What follows belongs to an exercise in optimizing a design on an open flow for small area; a production flow would make more cautious choices.
In this exercise RTL edits were held to simulation tests only and were not proved equivalent to the original.
The clock port is modelled as an ideal driver, which makes a skipped or thinned clock tree look cheaper than it is; a real chip needs a root buffer or a tree.
Power figures rest on the tool's default switching activity, not on a simulated workload.

Setup of red:
// uart_dbg_top
module uart_dbg_top #(
  parameter int unsigned CLKS_PER_BIT = 16,
  parameter int unsigned MEM_AW       = 5
) (
  input  logic        clk,
  input  logic        rst_i,
  input  logic        uart_rx_i,
  output logic        uart_tx_o,
  output logic        exec_valid_o,
  output logic [63:0] exec_addr_o,
  input  logic        done_i,
  input  logic [31:0] exit_code_i
);
For scale: roughly 770 cells after synthesis, about 100 I/O pins, roughly 11000 um2 of cells after synthesis.
==> flow/config.mk <==
export PLATFORM = sky130hd
export DESIGN_NAME = uart_dbg_top
export DESIGN_NICKNAME = uart_dbg_top
export VERILOG_FILES = /design/flow/design.v
export SDC_FILE = /design/flow/constraint.sdc
export NUM_CORES = 4
export LEC_CHECK = 0
export CAP_MARGIN = 20
export CORE_MARGIN = 2
export CORE_UTILIZATION = 40
export SLEW_MARGIN = 20
==> flow/constraint.sdc <==
create_clock -name core_clock -period 10.0 [get_ports {clk}]
set_input_delay 2.0000 -clock core_clock [delete_from_list [all_inputs] [get_ports {clk}]]
set_output_delay 2.0000 -clock core_clock [all_outputs]
set_load 0.01 [all_outputs]
standard.sh (not shown) runs the stock make flow with config.mk's settings and CLKGATE_MAP_FILE= SYNTH_SCRIPT=/design/flow/synth_recipe.tcl, a recipe that flattens the netlist after the stock synthesis.
==> flow/flow/run.sh <==
#!/bin/bash
set -euo pipefail
bash standard.sh synth > synth.log 2>&1
export BUFFER_PORTS_ARGS="-buffer_cell sky130_fd_sc_hd__buf_1"
export CTS_ARGS="-sink_clustering_enable -repair_clock_nets -dont_use_dummy_load"
bash standard.sh finish > finish.log 2>&1
Input changes introduced in blue (baseline for comparison: red):
# red
export LEC_CHECK = 0
export CAP_MARGIN = 20
export CORE_MARGIN = 2
export CORE_UTILIZATION = 40
export SLEW_MARGIN = 20
create_clock -name core_clock -period 10.0 [get_ports {clk}]
# blue
export LEC_CHECK = 0
export CAP_MARGIN = 20
export CORE_MARGIN = 2
export CORE_UTILIZATION = 65
export SLEW_MARGIN = 20
create_clock -name core_clock -period 10.0 [get_ports {clk}]
==> flow/flow/run.sh <==
#!/bin/bash
set -euo pipefail
bash standard.sh synth > synth.log 2>&1
export BUFFER_PORTS_ARGS="-buffer_cell sky130_fd_sc_hd__buf_1"
export CTS_ARGS="-sink_clustering_enable -repair_clock_nets -dont_use_dummy_load -buf_list {sky130_fd_sc_hd__clkbuf_8} -root_buf sky130_fd_sc_hd__clkbuf_8 -sink_clustering_size 20 -sink_clustering_max_diameter 60"
bash standard.sh finish > finish.log 2>&1
## What came out
blue finished every step from synthesis to the final layout, and the layout passed the timing, design-rule and antenna checks. Compared to red, blue shows a narrower setup margin. As of blue, standard cell area after detailed placement had fallen slightly compared to red. Relative to red, the wire length of the first global-routing pass of blue is lower by about 4.4%. Delta (blue minus red): layout overhead on the synthesized area has decreased; wire length went down by 4.3%.


uart_dbg_top, a different RTL version from the one above (not shown whole).
Size in the first run: ~700 cells after synthesis, ~390 flip-flops, about 100 I/O pins, about 11,000 um^2 of cells after synthesis.
Settings: LEC_CHECK=0, CAP_MARGIN=20, CORE_MARGIN=2, CORE_UTILIZATION=58, SLEW_MARGIN=20; clock period 10.0 ns.
==> flow/flow/run.sh <==
#!/bin/bash
set -euo pipefail
bash standard.sh synth > synth.log 2>&1
export BUFFER_PORTS_ARGS="-buffer_cell sky130_fd_sc_hd__buf_1"
export CTS_ARGS="-sink_clustering_enable -repair_clock_nets -dont_use_dummy_load -buf_list {sky130_fd_sc_hd__clkbuf_8} -root_buf sky130_fd_sc_hd__clkbuf_8 -sink_clustering_size 20 -sink_clustering_max_diameter 60"
export POST_FLOORPLAN_TCL=$PWD/flow/rmp.tcl
export POST_CTS_TCL=$PWD/flow/ctsfix.tcl
mkdir -p orfs/objects/sky130hd/uart_dbg_top/base/rmp
bash standard.sh finish > finish.log 2>&1
Other scripts of this flow, unchanged in this note and not shown: flow/flow/ctsfix.tcl, flow/flow/rmp.tcl
Edit:
Settings changed: CORE_UTILIZATION 58 to 72.
What happened: Clock-buffer cell count decreases by 2. Sequential cell count stays the same. Cell area went down by 0.66%. Synthesized cell count does not change. Setup slack gets worse by 0.045 ns. Wire length rises by 5.7%. Synthesized area is unchanged.


Another version of the RTL of uart_dbg_top (not shown whole).
Size in the first run: ~690 cells after synthesis, ~390 flip-flops, ~100 I/O pins, ~11000 sq um of cells after synthesis.
clock: 10.0 ns
lec_check: 0
cap_margin: 20
core_margin: 2
core_utilization: 65
slew_margin: 20
==> flow/flow/run.sh <==
#!/bin/bash
set -euo pipefail
bash standard.sh synth > synth.log 2>&1
export BUFFER_PORTS_ARGS="-buffer_cell sky130_fd_sc_hd__buf_1"
export CTS_ARGS="-sink_clustering_enable -repair_clock_nets -dont_use_dummy_load -buf_list {sky130_fd_sc_hd__clkbuf_8} -root_buf sky130_fd_sc_hd__clkbuf_8 -sink_clustering_size 22 -sink_clustering_max_diameter 80"
export POST_FLOORPLAN_TCL=$PWD/flow/rmp.tcl
export POST_CTS_TCL=$PWD/flow/ctsfix.tcl
mkdir -p orfs/objects/sky130hd/uart_dbg_top/base/rmp
bash standard.sh finish > finish.log 2>&1
==> flow/flow/ctsfix.tcl <==
# Upsize leaf clock buffers whose flip-flop clock pins would see a slow
# edge, so every clock pin stays well inside the slew limit.
estimate_parasitics -placement
set_propagated_clock [all_clocks]
set up 0
foreach inst [get_cells *] {
  if {[get_property $inst ref_name] ne "sky130_fd_sc_hd__clkbuf_8"} { continue }
  set net [get_nets -of_objects [get_pins -of_objects $inst -filter "direction==output"]]
  set worst 0.0
  foreach p [get_pins -of_objects $net -filter "direction==input"] {
    set s [get_property $p slew_max]
    if {$s > $worst} { set worst $s }
  }
  if {$worst > 0.110} {
    puts "ctsfix: [get_full_name $inst] worst sink slew $worst, upsizing"
    replace_cell $inst sky130_fd_sc_hd__clkbuf_16
    incr up
  }
}
puts "ctsfix: upsized $up clock buffers"
if {$up > 0} {
  detailed_placement
  check_placement -verbose
  estimate_parasitics -placement
}
==> flow/flow/rmp.tcl <==
# Re-map the combinational logic for area after floorplan
set lib [lindex $::env(LIB_FILES) 0]
restructure -target area -liberty_file $lib \
  -tielo_port "sky130_fd_sc_hd__conb_1/LO" -tiehi_port "sky130_fd_sc_hd__conb_1/HI" \
  -work_dir $::env(OBJECTS_DIR)/rmp -abc_logfile $::env(LOG_DIR)/rmp_abc.log
report_design_area
Then changed:
--- a/flow/flow/run.sh
+++ b/flow/flow/run.sh
@@ -5 +5 @@
-export CTS_ARGS="-sink_clustering_enable -repair_clock_nets -dont_use_dummy_load -buf_list {sky130_fd_sc_hd__clkbuf_8} -root_buf sky130_fd_sc_hd__clkbuf_8 -sink_clustering_size 22 -sink_clustering_max_diameter 80"
+export CTS_ARGS="-sink_clustering_enable -repair_clock_nets -dont_use_dummy_load -buf_list {sky130_fd_sc_hd__clkbuf_8} -root_buf sky130_fd_sc_hd__clkbuf_8 -sink_clustering_size 20 -sink_clustering_max_diameter 60"
--- a/flow/flow/ctsfix.tcl
+++ b/flow/flow/ctsfix.tcl
@@ -1,2 +1,43 @@
-# Upsize leaf clock buffers whose flip-flop clock pins would see a slow
-# edge, so every clock pin stays well inside the slew limit.
+# Clock tree clean-up after CTS:
+# 1. bypass the clock buffers that only drive other clock buffers below the
+#    root, so the root drives the leaf buffers directly;
+# 2. upsize leaf clock buffers whose flip-flop clock pins would see a slow
+#    edge, so every clock pin stays well inside the slew limit.
+set block [ord::get_db_block]
+set bypassed 0
+foreach inst [$block getInsts] {
+  if {![string match "sky130_fd_sc_hd__clkbuf_*" [[$inst getMaster] getName]]} { continue }
+  set a [$inst findITerm A]
+  set x [$inst findITerm X]
+  set in_net [$a getNet]
+  set out_net [$x getNet]
+  if {$in_net eq "NULL" || $out_net eq "NULL"} { continue }
+  # the input must come from another clock buffer (not the port)
+  set drv_is_buf 0
+  foreach it [$in_net getITerms] {
+    if {[$it isOutputSignal] && [string match "sky130_fd_sc_hd__clkbuf_*" [[[$it getInst] getMaster] getName]]} {
+      set drv_is_buf 1
+    }
+  }
+  if {!$drv_is_buf} { continue }
+  # every load must be a clock buffer input
+  set loads {}
+  set only_bufs 1
+  foreach it [$out_net getITerms] {
+    if {$it eq $x} { continue }
+    if {![string match "sky130_fd_sc_hd__clkbuf_*" [[[$it getInst] getMaster] getName]]} { set only_bufs 0 }
+    lappend loads $it
+  }
+  if {!$only_bufs || [llength $loads] == 0 || [llength [$out_net getBTerms]] > 0} { continue }
+  foreach it $loads {
+    $it disconnect
+    $it connect $in_net
+  }
+  $x disconnect
+  $a disconnect
+  odb::dbInst_destroy $inst
+  odb::dbNet_destroy $out_net
+  incr bypassed
+}
+puts "ctsfix: bypassed $bypassed clock buffers"
+
@@ -9,0 +51 @@
+  set leaf 1
@@ -10,0 +53 @@
+    if {[string match "*clkbuf*" [get_property [get_cells -of_objects $p] ref_name]]} { set leaf 0 }
@@ -14 +57 @@
-  if {$worst > 0.110} {
+  if {$leaf && $worst > 0.118} {
Critical path depth stays the same.
Design area went down slightly.
Cell count is about the same.
Count of clock-buffer cells in the layout went up by 2.
Clock skew stays flat.
Die area stays the same.
Then changed:
--- a/flow/flow/run.sh
+++ b/flow/flow/run.sh
@@ -5 +5 @@
-export CTS_ARGS="-sink_clustering_enable -repair_clock_nets -dont_use_dummy_load -buf_list {sky130_fd_sc_hd__clkbuf_8} -root_buf sky130_fd_sc_hd__clkbuf_8 -sink_clustering_size 20 -sink_clustering_max_diameter 60"
+export CTS_ARGS="-sink_clustering_enable -repair_clock_nets -dont_use_dummy_load -buf_list {sky130_fd_sc_hd__clkbuf_8} -root_buf sky130_fd_sc_hd__clkbuf_8 -sink_clustering_size 22 -sink_clustering_max_diameter 60"
Result: Area after synthesis is unchanged; worst hold slack is about the same; non-clock buffer count does not change; utilization rose by 0.31 points; clock power rose by 8.5%; wire length rose by about 1.5%; synthesized cell count stays the same; first-iteration DRC count rose by about 13%.
Then changed:
--- a/flow/flow/run.sh
+++ b/flow/flow/run.sh
@@ -5 +5 @@
-export CTS_ARGS="-sink_clustering_enable -repair_clock_nets -dont_use_dummy_load -buf_list {sky130_fd_sc_hd__clkbuf_8} -root_buf sky130_fd_sc_hd__clkbuf_8 -sink_clustering_size 22 -sink_clustering_max_diameter 60"
+export CTS_ARGS="-sink_clustering_enable -repair_clock_nets -dont_use_dummy_load -buf_list {sky130_fd_sc_hd__clkbuf_8} -root_buf sky130_fd_sc_hd__clkbuf_8 -sink_clustering_size 20 -sink_clustering_max_diameter 60"
==> flow/flow/ctsfix.tcl (replaced) <==
# Upsize leaf clock buffers whose flip-flop clock pins would see a slow
# edge, so every clock pin stays well inside the slew limit.
estimate_parasitics -placement
set_propagated_clock [all_clocks]
set up 0
foreach inst [get_cells *] {
  if {[get_property $inst ref_name] ne "sky130_fd_sc_hd__clkbuf_8"} { continue }
  set net [get_nets -of_objects [get_pins -of_objects $inst -filter "direction==output"]]
  set worst 0.0
  foreach p [get_pins -of_objects $net -filter "direction==input"] {
    set s [get_property $p slew_max]
    if {$s > $worst} { set worst $s }
  }
  if {$worst > 0.110} {
    puts "ctsfix: [get_full_name $inst] worst sink slew $worst, upsizing"
    replace_cell $inst sky130_fd_sc_hd__clkbuf_16
    incr up
  }
}
puts "ctsfix: upsized $up clock buffers"
if {$up > 0} {
  detailed_placement
  check_placement -verbose
  estimate_parasitics -placement
}
Worst setup slack gains 0.049 ns.
Wire length shrinks by 1.5%.
Combinational power is about the same.
Final cell count grows by 0.38%.
Register-to-register slack loses 0.02 ns.
Total power stays flat.
First-iteration DRC count shrinks by 16%.
Worst hold slack gains 0.012 ns.
Design area stays flat.
Non-clock buffer count is unchanged.

-- what the ideal ports hide --
In the flow no input, the clock included, has a driving cell. The finished layouts below were timed again as built, in two steps.
Step 1 assumes that a clkbuf_16 drives the clock port and a buf_2 every other input.
Step 2 moves the port delays by t, midway between the first and last clock arrival at a register: inputs arrive t later, outputs are due t later. That takes back most of the time a late clock gives input paths.
Slacks: ideal / step 1 / step 2; pairs: ideal / step 1.
run | t, ns | setup WS [ns] | hold WS [ns] | latest minus earliest clock arrival (ns) | cell pins on the clock port's net
red | 0.545 | 6.052 / 6.003 / 6.479 | 0.301 / 0.301 / 0.301 | 0.057 / 0.056 | 1
blue | 0.587 | 6.003 / 5.965 / 6.535 | 0.297 / 0.297 / 0.297 | 0.068 / 0.068 | 1
the first run of note 2 | 0.614 | 6.104 / 6.065 / 6.530 | 0.310 / 0.310 / 0.310 | 0.042 / 0.042 | 1
the second run of note 2 | 0.585 | 6.058 / 6.016 / 6.410 | 0.326 / 0.326 / 0.326 | 0.028 / 0.027 | 1
the first run of note 3 | 0.554 | 6.333 / 6.292 / 6.586 | 0.304 / 0.304 / 0.304 | 0.034 / 0.034 | 1
the second run of note 3 | 0.587 | 6.296 / 6.258 / 6.549 | 0.299 / 0.299 / 0.299 | 0.037 / 0.037 | 1
the third run of note 3 | 0.610 | 6.248 / 6.209 / 6.572 | 0.297 / 0.297 / 0.297 | 0.059 / 0.060 | 1
the fourth run of note 3 | 0.564 | 6.298 / 6.260 / 6.549 | 0.309 / 0.309 / 0.309 | 0.082 / 0.083 | 1
After both steps setup and hold are still met in every run listed.
